Background: an optimization exercise with open tools, aiming at small area, a short achievable clock period and few clock cycles. Do not read the settings as production practice. Only simulation tests tie the RTL to the original design; equivalence was not proved. Power figures rest on the tool's default switching activity, not on a simulated workload.

==> job 2466 <==
## rnn_cell_engine
module rnn_cell_engine #(
    parameter int HID  = 64,
    parameter int XW   = 32,
    parameter int DW   = 20,
    parameter int FRAC = 16,
    parameter int ACC  = 44,
    parameter int AW   = 17
) (
    input  logic          clk,
    input  logic          reset,
    input  logic          ready,
    input  logic          act_mode,
    input  logic [XW-1:0] idata,
    input  logic [DW-1:0] mdata_r,
    output logic          busy,
    output logic          done,
    output logic          i_en,
    output logic          mce,
    output logic [2:0]    msel,
    output logic [AW-1:0] maddr,
    output logic [DW-1:0] mdata_w
);
Settings: LEC_CHECK=0, CAP_MARGIN=20, CORE_MARGIN=2, CORE_UTILIZATION=40, SLEW_MARGIN=20; clock period 14.0 ns.
standard.sh (not shown) runs the stock make flow with config.mk's settings and CLKGATE_MAP_FILE= SYNTH_SCRIPT=/design/flow/synth_recipe.tcl, a recipe that flattens the netlist after the stock synthesis.
==> flow/flow/run.sh <==
#!/bin/bash
# The standard ORFS layout (bash standard.sh), with changes only to how it is optimised;
# the design, the 14 ns clock period and the I/O constraints are unchanged:
#  - repair_timing aims for a setup slack of SETUP_SLACK_MARGIN ns instead of 0, so it keeps
#    improving the critical paths below the 14 ns period;
#  - the port buffers are buf_2 cells instead of the delay buffer buffer_ports picks;
#  - clock tree synthesis clusters up to 30 sinks within 50 um per leaf buffer and inserts
#    no dummy loads.
# make's full output goes to make_finish.log; ORFS keeps each step's log under orfs/logs/.
set -euo pipefail
bash standard.sh SETUP_SLACK_MARGIN=10 \
  "BUFFER_PORTS_ARGS=-buffer_cell sky130_fd_sc_hd__buf_2" \
  "CTS_ARGS=-sink_clustering_enable -repair_clock_nets -dont_use_dummy_load -sink_clustering_size 30 -sink_clustering_max_diameter 50" \
  finish > make_finish.log 2>&1
==> job 7729: changes against job 2466 <==
--- a/flow/design.v
+++ b/flow/design.v
@@ -32,15 +32,15 @@
     localparam logic [2:0] ST_CFGT = 3'd4;
     localparam logic [2:0] ST_BND  = 3'd5;
     localparam logic [2:0] ST_WIN  = 3'd6;
     localparam logic [1:0] TK_NONE = 2'd0;
     localparam logic [1:0] TK_ONE  = 2'd1;    
     localparam logic [1:0] TK_WH   = 2'd2;    
     logic [2:0]  st_q, st_d;
-    logic        busy_q, busyo_q, busy_d, done_q, done_d, ien_q, ien_d, mce_q, mce_d;
+    logic        busy_q, busy_d, done_q, done_d, ien_q, ien_d, mce_q, mce_d;
     logic [2:0]  msel_q, msel_d;
     logic [16:0] maddr_q, maddr_d;
     logic        mode_q, mode_d;
     logic [5:0]  ph_q;
     logic [19:0] tleft_q, tleft_d;
     logic [10:0] taddr_q, taddr_d;
     logic        t0_q, t0_d, hp_q, hp_d, more_q, more_d, par_q, par_d;
@@ -53,30 +53,30 @@
     logic [31:0] xrem_q, xrem_d;
     logic [5:0]  pop_q, pop_d;
     logic [6:0]  z_q, z_d;
     logic        nz_q;
     logic        strobe;
     logic [1:0]  tk_kind_d, tk1_kind_q, tk2_kind_q;
     logic        tk_first_d, tk1_first_q, tk2_first_q, first3_q;
-    logic        tk_close_d, tk1_close_q, tk2_close_q, close3_q, close4_q, close5_q;
+    logic        tk_close_d, tk1_close_q, tk2_close_q, close3_q, close4_q;
     logic        rp_q;
     logic [5:0]  iw_q;
     logic [19:0] d_q;
     logic [8:0]  bneg_q, bone_q, btwo_q;
     logic [42:0] acc_s_q, acc_c_q;
     logic [26:0] r_q;
-    logic [17:0] res_q, wdat_q, wdat2_q;
+    logic [17:0] res_q, wdat_q;
     logic [63:0][17:0] ring_a, ring_b;
-    assign busy    = busyo_q;
+    assign busy    = busy_q;
     assign done    = done_q;
     assign i_en    = ien_q;
     assign mce     = mce_q;
     assign msel    = msel_q;
     assign maddr   = maddr_q;
-    assign mdata_w = {{2{wdat2_q[17]}}, wdat2_q};
+    assign mdata_w = {{2{wdat_q[17]}}, wdat_q};
     logic [31:0] xpre, xbelow, xone;
     logic [4:0]  xidx;
     logic        xnz;
     always_comb begin
         logic [31:0] p;
         p = xrem_q;
         for (int s = 1; s < 32; s = s * 2) p = p | (p << s);
@@ -94,18 +94,18 @@
         for (int m = 0; m < 11; m++) popcount11 = popcount11 + {3'd0, v[m]};
     endfunction
     logic [6:0] no_w, e_w, len_w;
     always_comb begin
         no_w = 7'(pop_q) + 7'd2;                   
         e_w  = 7'd0;
         if (!hp_q) begin
-            len_w = (no_w < 7'd7) ? 7'd7 : no_w;   
+            len_w = (no_w < 7'd6) ? 7'd6 : no_w;   
         end else begin
             if (no_w > z_q)      e_w = no_w - z_q;
-            else if (z_q <= 7'd6) e_w = 7'd1;
+            else if (z_q <= 7'd5) e_w = 7'd1;
             else                 e_w = 7'd0;
             len_w = 7'd64 + e_w;
         end
         if (!hp_q && !len_w[0]) len_w = len_w + 7'd1;
     end
     logic [5:0] step;
     assign step = t0_q ? len_q[5:0] : 6'd63;
@@ -182,42 +182,40 @@
                     end
                     3'd2: if (more_q) xrem_d = idata;
                     3'd3, 3'd4, 3'd5: begin
                         pop_d  = ((b_q == 3'd3) ? 6'd0 : pop_q) + {2'd0, popcount11(xrem_q[10:0])};
                         xrem_d = {11'd0, xrem_q[31:11]};
                     end
                     3'd6: begin
-                        if (more_q) begin
+                        if (!more_q) begin
+                            busy_d = 1'b0;
+                            done_d = 1'b1;
+                            st_d   = ST_IDLE;
+                        end else begin
                             len_d = len_w;
+                            lm1_d = len_w - 7'd1;
                             if (hp_q) begin
                                 par_d   = ~par_q;
                                 taddr_d = taddr_q + 11'd1;
                                 tleft_d = tleft_q - 20'd1;
                                 t0_d    = 1'b0;
                             end
                         end
                     end
                     3'd7: begin
-                        if (!more_q) begin
-                            busy_d = 1'b0;
-                            done_d = 1'b1;
-                            st_d   = ST_IDLE;
-                        end else begin
-                            lm1_d   = len_q - 7'd1;
-                            icur_d  = ph_q + step + 6'd6;
-                            n_d     = '0;
-                            o_d     = '0;
-                            bpend_d = 1'b1;
-                            z_d     = '0;
-                            st_d    = ST_WIN;
-                        end
+                        icur_d  = ph_q + step + 6'd6;
+                        n_d     = '0;
+                        o_d     = '0;
+                        bpend_d = 1'b1;
+                        z_d     = '0;
+                        st_d    = ST_WIN;
                     end
                     default: ;
                 endcase
-                if (wpend_q) begin
+                if (b_q >= 3'd5 && wpend_q) begin
                     mce_d   = 1'b1;
                     msel_d  = SEL_HOUT;
                     maddr_d = {taddr_q, iw_q};
                     wpend_d = 1'b0;
                 end
                 if (b_q == 3'd7) xrem_d = idata;
             end
@@ -267,60 +265,55 @@
             default: begin
                 st_d   = ST_IDLE;
                 busy_d = 1'b0;
             end
         endcase
         strobe = rp_q && (ph_q == iw_q);
         if (strobe) z_d = z_q + 7'((res_q == '0) ? 1 : 0);
-        if (close5_q) wpend_d = 1'b1;
+        if (close4_q) wpend_d = 1'b1;
     end
     always_ff @(posedge clk) begin
         if (reset) begin
             st_q   <= ST_IDLE;
             busy_q <= 1'b0;
-            busyo_q <= 1'b0;
             done_q <= 1'b0;
             ien_q  <= 1'b0;
             mce_q  <= 1'b0;
             ph_q   <= '0;
-            par_q  <= 1'b0;
             wpend_q <= 1'b0;
             rp_q    <= 1'b0;
             tk1_close_q <= 1'b0;
             tk2_close_q <= 1'b0;
             close3_q    <= 1'b0;
             close4_q    <= 1'b0;
-            close5_q    <= 1'b0;
         end else begin
             wpend_q <= wpend_d;
             rp_q    <= close4_q | (rp_q & ~strobe);
             tk1_close_q <= tk_close_d;
             tk2_close_q <= tk1_close_q;
             close3_q    <= tk2_close_q;
             close4_q    <= close3_q;
-            close5_q    <= close4_q;
             st_q   <= st_d;
             busy_q <= busy_d;
-            busyo_q <= (st_d != ST_IDLE);       
             done_q <= done_d;
             ien_q  <= ien_d;
             mce_q  <= mce_d;
             ph_q   <= ph_q + 6'd1;
-            par_q  <= par_d;
         end
     end
     always_ff @(posedge clk) begin
         msel_q  <= msel_d;
         maddr_q <= maddr_d;
         mode_q  <= mode_d;
         tleft_q <= tleft_d;
         taddr_q <= taddr_d;
         t0_q    <= t0_d;
         hp_q    <= hp_d;
         more_q  <= more_d;
+        par_q   <= par_d;
         b_q     <= b_d;
         o_q     <= o_d;
         n_q     <= n_d;
         len_q   <= len_d;
         lm1_q   <= lm1_d;
         icur_q  <= icur_d;
         iprev_q <= iprev_d;
@@ -354,15 +347,15 @@
         for (int j = 0; j < 9; j++) begin
             logic b2, b1, b0;
             b2 = hsrc[2*j+1];
             b1 = hsrc[2*j];
             b0 = (j == 0) ? 1'b0 : hsrc[2*j-1];
             bneg_q[j] <= b2;
             bone_q[j] <= b1 ^ b0;
-            btwo_q[j] <= (j == 8) ? 1'b0 : ((b2 & ~b1 & ~b0) | (~b2 & b1 & b0));
+            btwo_q[j] <= (b2 & ~b1 & ~b0) | (~b2 & b1 & b0);
         end
     end
     logic [8:0][20:0] pp;
     always_comb begin
         for (int j = 0; j < 9; j++) begin
             pp[j] = (bone_q[j] ? {d_q[19], d_q} : (btwo_q[j] ? {d_q, 1'b0} : 21'd0))
                     ^ {21{bneg_q[j]}};
@@ -964,15 +957,14 @@
         ltm1 = r_q[26] && !(&r_q[25:16]);
         if (mode_q)   sat = r_q[26] ? 18'd0 : (gt1 ? 18'h10000 : r_q[17:0]);
         else if (gt1) sat = 18'h10000;
         else if (ltm1) sat = 18'h30000;
         else          sat = r_q[17:0];
     end
     always_ff @(posedge clk) begin
-        wdat_q  <= res_q;
-        wdat2_q <= wdat_q;
+        wdat_q <= res_q;
         if (close4_q) begin
             res_q <= sat;
             iw_q  <= iprev_q;
         end
     end
 endmodule
==> flow/flow/run.sh (replaced) <==
#!/bin/bash
set -euo pipefail
bash standard.sh SETUP_SLACK_MARGIN=10 "BUFFER_PORTS_ARGS=-buffer_cell sky130_fd_sc_hd__buf_4" CORE_UTILIZATION=60 PLACE_DENSITY=0.70 finish > make_finish.log 2>&1
==> summary of the runs <==
- Clock skew: job 7729 is lower than job 2466 (0.030 ns).
- Of job 2466 and job 7729, job 2466 has the higher fmax (gap about 1.2%, measured against job 7729).
- Job 2466 finished clean. Job 7729 passed the timing, DRC and antenna checks.
- Of job 7729 and job 2466, job 7729 has the higher worst hold slack (gap 0.031 ns).
- Against job 7729, the via count of job 2466 is lower by 4.5%.
- Routed wire length: job 7729 is higher than job 2466 (8.4%).
- Against job 2466, the die area of job 7729 is smaller by about 33%.
- Power: job 2466 is lower than job 7729 (13%).
- Design area: job 7729 is higher than job 2466 (about 4%).
- Between job 7729 and job 2466, the lower global-route usage is in job 2466 (gap 8.3 points).
==> figures <==
Result of the run: job 7729 finished clean; job 2466 finished clean
Finished Layout Cells: job 7729 7392; job 2466 7905
Comb power: job 7729 882 uW; job 2466 921 uW
Average routed wire per standard cell: job 7729 18.0 um; job 2466 15.5 um
Initial antenna violation count: job 7729 1; job 2466 0
Initial Utilization: job 7729 60.6%; job 2466 40.3%
Avg Synthesized Cell Area: job 7729 13.7 um^2; job 2466 13.9 um^2
Via density per instance: job 7729 4.89; job 2466 4.37
Worst path setup slack after routing: job 7729 9.85 ns; job 2466 9.90 ns
Number of placed instances, taps included: job 7729 6961; job 2466 7738
Final weighted congestion of routability-driven global placement: job 7729 0.856; job 2466 0.867
Row Count: job 7729 128; job 2466 157
Net load switching power: job 7729 3.38 mW; job 2466 2.87 mW
Number of non-clock buffers: job 7729 131; job 2466 138
Synth Area in Compound Gates: job 7729 4.15%; job 2466 3.66%
Wire length of the first global-routing pass: job 7729 211000 um; job 2466 194000 um
Slack of the worst reg-to-reg path: job 7729 10.11 ns; job 2466 10.16 ns
Final period util: job 7729 29.7%; job 2466 29.3%
Number of clock buffers inserted by TritonCTS: job 7729 227; job 2466 162
Multi-input logic portion of the cell area: job 7729 20.2%; job 2466 20.4%
Testbench counts of job 2466, summed over its fixed seeds: cycles 993,664.
Testbench counts of job 7729, summed over its fixed seeds: cycles 993,632.

[separate check: timing with driven ports]
How much do the figures lean on ideal ports? The routed layouts below were timed once more, with nothing changed but the port constraints.
Step 1 sets driving cells, clkbuf_16 on the clock port and buf_2 on the other inputs (assumed; they add their load-dependent delay and slew).
Step 2 moves the port delays by t, midway between the first and last clock arrival at a register: inputs arrive t later, outputs are due t later. That takes back most of the time a late clock gives input paths.
Three values: no drivers, after step 1, after step 2; two values: the first two.
run | t, ns | slack for setup (ns) | worst slew at a driven data input, ns
job 2466 | 0.848 | 9.898 / 9.820 / 9.968 | 0.05
job 7729 | 0.879 | 9.848 / 9.775 / 10.083 | 0.06
After both steps setup and hold are still met in every run listed.
